This design comes from an exercise in tuning for small area, a short achievable clock period and few clock cycles per item on the open sky130 flow, not from production work.
RTL that was checked went through simulation tests only; none was proved equivalent to the original.

==> inputs of v4 <==
==> flow/design.v (excerpt) <==
module ex_stage (
    input  logic        clk_i,
    input  logic        rst_ni,
    input  logic        issue_req_i,
    input  logic [70:0] issue_data_i,
    output logic        issue_ack_o,
    output logic        wb_req_o,
    output logic [34:0] wb_data_o,
    input  logic        wb_ack_i
);
export LEC_CHECK = 0
export ABC_AREA = 1
export CAP_MARGIN = 20
export CORE_MARGIN = 2
export CORE_UTILIZATION = 40
export SETUP_SLACK_MARGIN = 3.0
export SLEW_MARGIN = 20
create_clock -name core_clock -period 5.5 [get_ports {clk_i}]
run.sh (not shown) runs the stock make flow with config.mk's settings and CLKGATE_MAP_FILE= SYNTH_SCRIPT=/design/flow/synth_recipe.tcl, a recipe that flattens the netlist after the stock synthesis.
==> v14: changes against v4 <==
==> flow/design.v (replaced) <==
package ex_pkg;
    localparam int unsigned XLEN          = 32;
    localparam int unsigned TRANS_ID_BITS = 3;
    typedef enum logic [3:0] {
        ADD = 4'd0,
        SUB = 4'd1,
        AND = 4'd2,
        OR  = 4'd3,
        XOR = 4'd4,
        SLL = 4'd5,
        SRL = 4'd6,
        SLT = 4'd7,
        MUL = 4'd8
    } fu_op_e;
    typedef struct packed {
        fu_op_e                   operator;
        logic [TRANS_ID_BITS-1:0] trans_id;
        logic [XLEN-1:0]          operand_a;
        logic [XLEN-1:0]          operand_b;
    } fu_data_t;
    typedef struct packed {
        logic [TRANS_ID_BITS-1:0] trans_id;
        logic [XLEN-1:0]          result;
    } wb_data_t;
endpackage
`timescale 1ns/1ps
module mul_step (
    input  logic [31:0] a_i,
    input  logic [2:0]  d0_i,
    input  logic [2:0]  d1_i,
    input  logic [31:0] s_i,
    input  logic [31:0] c_i,
    output logic [31:0] s_o,
    output logic [31:0] c_o
);
    logic [31:0] pp0, pp1, s1, c1;
    assign pp0 = (({32{d0_i[0]}} & a_i) | ({32{d0_i[1]}} & (a_i << 1))) ^ {32{d0_i[2]}};
    assign pp1 = (({32{d1_i[0]}} & (a_i << 2)) | ({32{d1_i[1]}} & (a_i << 3))) ^ {32{d1_i[2]}};
    csa32 csa_a (.x_i(s_i), .y_i({c_i[31:1], d0_i[2]}), .z_i(pp0), .s_o(s1), .c_o(c1));
    csa32 csa_b (.x_i(s1),  .y_i({c1[31:1], d1_i[2]}),  .z_i(pp1), .s_o(s_o), .c_o(c_o));
endmodule
module csa32 (
    input  logic [31:0] x_i,
    input  logic [31:0] y_i,
    input  logic [31:0] z_i,
    output logic [31:0] s_o,
    output logic [31:0] c_o
);
    logic [31:0] maj;
    assign s_o = x_i ^ y_i ^ z_i;
    assign maj = (x_i & y_i) | (x_i & z_i) | (y_i & z_i);
    assign c_o = {maj[30:0], 1'b0};
endmodule
module cond_add8 (
    input  logic [7:0] a_i,
    input  logic [7:0] b_i,
    output logic [7:0] s0_o,
    output logic [7:0] s1_o,
    output logic       g_o,
    output logic       p_o
);
    logic [7:0] p0, g0;
    logic [7:0] g [4];
    logic [7:0] p [4];
    always_comb begin
        p0 = a_i ^ b_i;
        g0 = a_i & b_i;
        g[0] = g0;
        p[0] = p0;
        for (int l = 0; l < 3; l++) begin
            for (int i = 0; i < 8; i++) begin
                if ((i >> l) & 1) begin
                    g[l+1][i] = g[l][i] | (p[l][i] & g[l][((i >> l) << l) - 1]);
                    p[l+1][i] = p[l][i] & p[l][((i >> l) << l) - 1];
                end else begin
                    g[l+1][i] = g[l][i];
                    p[l+1][i] = p[l][i];
                end
            end
        end
        s0_o[0] = p0[0];
        s1_o[0] = ~p0[0];
        for (int i = 1; i < 8; i++) begin
            s0_o[i] = p0[i] ^ g[3][i-1];
            s1_o[i] = p0[i] ^ (g[3][i-1] | p[3][i-1]);
        end
        g_o = g[3][7];
        p_o = p[3][7];
    end
endmodule
`timescale 1ns/1ps
module ex_stage (
    input  logic        clk_i,
    input  logic        rst_ni,
    input  logic        issue_req_i,
    input  logic [70:0] issue_data_i,
    output logic        issue_ack_o,
    output logic        wb_req_o,
    output logic [34:0] wb_data_o,
    input  logic        wb_ack_i
);
    logic [3:0]  in_op;
    logic [2:0]  in_id;
    logic [31:0] in_a, in_b;
    assign {in_op, in_id, in_a, in_b} = issue_data_i;
    logic        q_v, q_ph, q_cy;
    logic [2:0]  q_id;
    logic [31:0] q_a, q_b;
    logic        q_add, q_sub, q_slt, q_and, q_or, q_xor, q_sll, q_srl, q_mul;
    logic        q_mv, q_ar;
    logic        s_v;
    logic [34:0] s_data;
    logic        m_busy, m_done, m_av, m_rdy, m_p, m_cz;
    logic [2:0]  m_id;
    logic [31:0] m_a, m_b, m_s, m_c;
    logic [31:0] m_s_nxt, m_c_nxt;
    logic [2:0]  m_d0, m_d1;
    logic q_free, capture, load_slot, mul_start, mul_reload, step1;
    assign mul_start  = q_mv && m_av;
    assign mul_reload = m_rdy && (!q_v || q_mv);
    assign load_slot  = (!s_v || (wb_req_o && wb_ack_i)) && q_ar;
    assign step1      = q_v && !q_ph;
    assign q_free     = !q_v || load_slot || mul_start;
    assign capture    = issue_req_i && !issue_ack_o && q_free && !mul_reload;
    logic [7:0]  s_blk0;
    logic        c_blk0;
    logic [31:0] s0_all, s1_all;
    logic [3:0]  g_all, p_all;
    logic [31:0] sh1;
    for (genvar k = 0; k < 4; k++) begin : g_blk
        cond_add8 blk (.a_i(q_a[8*k +: 8]), .b_i(q_b[8*k +: 8]),
                       .s0_o(s0_all[8*k +: 8]), .s1_o(s1_all[8*k +: 8]),
                       .g_o(g_all[k]), .p_o(p_all[k]));
    end
    assign s_blk0 = q_sub ? s1_all[7:0] : s0_all[7:0];
    assign c_blk0 = g_all[0] | (p_all[0] & q_sub);
    assign sh1    = q_a >> {q_b[4:2], 2'b00};
    logic        c1, c2, c3, lt;
    logic [31:0] sum, sh2, sh2_rev, res;
    assign c1  = q_cy;
    assign c2  = q_b[1] | (q_b[0] & q_cy);
    assign c3  = q_b[3] | (q_b[2] & q_b[1]) | (q_b[2] & q_b[0] & q_cy);
    assign sum = {c3 ? q_b[31:24] : q_a[31:24],
                  c2 ? q_b[23:16] : q_a[23:16],
                  c1 ? q_b[15:8]  : q_a[15:8],
                  q_a[7:0]};
    assign lt  = q_b[6] ? q_b[7] : sum[31];
    always_comb begin
        sh2 = q_a >> q_b[1:0];
        for (int i = 0; i < 32; i++) sh2_rev[i] = sh2[31 - i];
        res = ({32{q_add}} & sum)
            | ({32{q_and}} & (q_a & q_b))
            | ({32{q_or}}  & (q_a | q_b))
            | ({32{q_xor}} & (q_a ^ q_b))
            | ({32{q_srl}} & sh2)
            | ({32{q_sll}} & sh2_rev)
            | {31'd0, q_slt & lt};
    end
    logic        in_sub, in_sll, in_mul, in_one;
    logic [31:0] in_a_rev;
    assign in_sub = (in_op == 4'd1) || (in_op == 4'd7);
    assign in_sll = (in_op == 4'd5);
    assign in_mul = (in_op == 4'd8);
    assign in_one = (in_op == 4'd2) || (in_op == 4'd3) || (in_op == 4'd4) || (in_op > 4'd8);
    always_comb for (int i = 0; i < 32; i++) in_a_rev[i] = in_a[31 - i];
    logic m_busy_n, m_done_n;
    assign m_busy_n = mul_start || (m_busy && !mul_reload);
    assign m_done_n = mul_start ? (q_b == '0 || q_a == '0)
                                : ((m_b[31:4] == '0 && !m_b[3]) || m_a[27:0] == '0);
    always_ff @(posedge clk_i or negedge rst_ni) begin
        if (!rst_ni) begin
            issue_ack_o <= 1'b0;
            q_v         <= 1'b0;
            q_ph        <= 1'b0;
            q_mv        <= 1'b0;
            q_ar        <= 1'b0;
            s_v         <= 1'b0;
            wb_req_o    <= 1'b0;
            m_busy      <= 1'b0;
            m_av        <= 1'b1;
            m_rdy       <= 1'b0;
        end else begin
            issue_ack_o <= issue_ack_o ? issue_req_i : capture;
            q_v         <= capture || mul_reload || (q_v && !q_free);
            q_ph        <= q_v && !q_free && !mul_reload;
            q_mv        <= mul_reload ? 1'b0 : (q_free ? (capture && in_mul) : q_mv);
            q_ar        <= mul_reload ? m_cz : (q_free ? (capture && in_one) : (q_v && !q_mul));
            s_v         <= load_slot || (s_v && !(wb_req_o && wb_ack_i));
            wb_req_o    <= wb_req_o ? !wb_ack_i : (!wb_ack_i && (s_v || load_slot));
            m_busy      <= m_busy_n;
            m_av        <= !m_busy_n || m_done_n;
            m_rdy       <= m_busy_n && m_done_n;
        end
    end
    always_ff @(posedge clk_i) begin
        if (mul_reload) begin
            q_id  <= m_id;
            q_a   <= m_s;
            q_b   <= m_c;
            {q_add, q_sub, q_slt, q_and, q_or, q_xor, q_sll, q_srl, q_mul} <=
                m_cz ? 9'b000010000 : 9'b100000000;
        end else if (q_free) begin
            q_id  <= in_id;
            q_a   <= in_sll ? in_a_rev : in_a;
            q_b   <= in_sub ? ~in_b : in_b;
            q_add <= (in_op == 4'd0) || (in_op == 4'd1);
            q_sub <= in_sub;
            q_slt <= (in_op == 4'd7);
            q_and <= (in_op == 4'd2);
            q_or  <= (in_op == 4'd3);
            q_xor <= (in_op == 4'd4);
            q_sll <= in_sll;
            q_srl <= (in_op == 4'd6);
            q_mul <= in_mul;
        end else if (step1) begin
            if (q_add || q_slt) begin
                q_a  <= {s0_all[31:8], s_blk0};
                q_b  <= {s1_all[31:8], q_a[31], q_a[31] == q_b[31], 2'b00,
                         g_all[2], p_all[2], g_all[1], p_all[1]};
                q_cy <= c_blk0;
            end
            if (q_sll || q_srl) q_a <= sh1;
        end
    end
    always_ff @(posedge clk_i) begin
        if (load_slot) s_data <= {q_id, res};
    end
    assign wb_data_o = s_data;
    mul_step step_i (
        .a_i  ( m_a      ),
        .d0_i ( m_d0     ),
        .d1_i ( m_d1     ),
        .s_i  ( m_s      ),
        .c_i  ( m_c      ),
        .s_o  ( m_s_nxt  ),
        .c_o  ( m_c_nxt  )
    );
    function automatic logic [2:0] booth_ctl(input logic [2:0] d);
        booth_ctl = {d[2],
                     (d[2] & ~d[1] & ~d[0]) | (~d[2] & d[1] & d[0]),
                     d[1] ^ d[0]};
    endfunction
    always_ff @(posedge clk_i) begin
        if (mul_start) m_id <= q_id;
        m_a    <= mul_start ? q_a : (m_a << 4);
        m_b    <= mul_start ? q_b : (m_b >> 4);
        m_p    <= mul_start ? 1'b0 : m_b[3];
        m_d0   <= m_done_n ? 3'b000 : mul_start ? booth_ctl({q_b[1:0], 1'b0}) : booth_ctl(m_b[5:3]);
        m_d1   <= m_done_n ? 3'b000 : mul_start ? booth_ctl(q_b[3:1])         : booth_ctl(m_b[7:5]);
        m_s    <= mul_start ? '0 : m_s_nxt;
        m_c    <= mul_start ? '0 : m_c_nxt;
        m_done <= m_done_n;
        m_cz   <= !mul_start && m_done && (m_c == '0);
    end
endmodule
==> flow/flow/run.sh (new file) <==
#!/bin/bash
# Standard layout, with the port buffers made from the smallest plain buffer
# (the resizer still upsizes any that need it).
set -euo pipefail
export BUFFER_PORTS_ARGS="-buffer_cell sky130_fd_sc_hd__buf_1"
bash standard.sh > standard.log 2>&1
==> flow/standard.sh (new file) <==
#!/bin/bash
# synth_recipe.tcl (not shown) runs the flow's synth.tcl, then flattens the netlist and writes it again
# the make line also repeats each setting of config.mk as NAME=value (left out here)
make -C /OpenROAD-flow-scripts/flow DESIGN_CONFIG=/design/flow/config.mk WORK_HOME=/design/flow/orfs CLKGATE_MAP_FILE= SYNTH_SCRIPT=/design/flow/synth_recipe.tcl "${@:-finish}"
--- a/flow/config.mk
+++ b/flow/config.mk
@@ -7,7 +7,8 @@
 export LEC_CHECK = 0
 export ABC_AREA = 1
 export CAP_MARGIN = 20
 export CORE_MARGIN = 2
 export CORE_UTILIZATION = 40
+export CTS_BUF_LIST = sky130_fd_sc_hd__clkbuf_2 sky130_fd_sc_hd__clkbuf_4
 export SETUP_SLACK_MARGIN = 3.0
 export SLEW_MARGIN = 20
removed: flow/run.sh
==> run summary <==
| metric | v14 | v4 |
|---|---|---|
| Status | timing/DRC/antenna clean | timing/DRC/antenna clean |
| Critical Path Sink | q_b[21]$_DFFE_PP_ | q_a[5]$_DFFE_PP_ |
| Horizontal die dimension | 213.7 um | 213.6 um |
| Routed wire length | 71370 um | 68430 um |
| Req. time, crit path | 6060 ps | 5840 ps |
| Shortest period the worst path allows | 2473 ps | 2685 ps |
| Tcrit/Tclk final | 44.96% | 48.82% |
| Syn-to-layout area delta | 14.14% | 20.84% |
| Synthesized area per cell | 7.828 um^2 | 7.619 um^2 |
| Worst-margin pin slew | 1125 ps | 994.9 ps |
| Worst Setup Slack, final | 3027 ps | 2815 ps |
| Dpl cell area | 18290 um^2 | 19080 um^2 |
| Via density per instance | 5.725 | 5.589 |
| Sequential cell count | 257 | 251 |
| Number of filler instances in the final layout | 4377 | 4284 |
| Number of standard cells in the layout, taps in and fillers out | 3037 | 3039 |
| Critical Path Fanout Max | 4 | 2 |
| FF-to-FF Start | q_a[19]$_DFFE_PP_ | q_b[0]$_SDFFCE_PP0P_ |
| Number of enable-type register cells in the synthesized netlist | 115 | 106 |
| Multi-input combinational cell count | 1619 | 1675 |
| Average wire length per cell after detail routing | 23.50 um | 22.52 um |
Testbench counts of v14, summed over its fixed seeds: cycles 6,883, ops 2,400.
Function not checked in v4: the RTL went through the layout flow alone.

-- afterwards: timing with drivers on the ports --
The flow's constraints put no driver on any port. The routed layouts listed below were extracted and timed again, unchanged, in two steps. Step 1 (the two cells are an assumption about what drives the block):
set clk [get_ports {clk_i}]
set_driving_cell -lib_cell sky130_fd_sc_hd__clkbuf_16 $clk
set_driving_cell -lib_cell sky130_fd_sc_hd__buf_2 [delete_from_list [all_inputs] $clk]
Step 2 times the ports against the registers' clock, not the clock port: input delays grow and output delays shrink by t, the midpoint of the rising clock arrivals with the driver on. a / b / c = ideal / step 1 / step 2; a / b = the first two.
run	shift t [ns]	setup WS [ns]	worst hold slack (ns)	worst setup path after step 2	worst register clock-pin slew, ns
v4	0.643	2.815 / 2.815 / 2.427	0.456 / 0.456 / 0.456	input to register	0.07 / 0.07
v14	0.867	3.027 / 2.981 / 2.537	0.243 / 0.211 / 0.445	input to register	0.08 / 0.08
After both steps every run listed still meets setup and hold. The setup slack of v14, which loses most, moves by -0.046 ns with the drivers and by -0.490 ns with both steps.
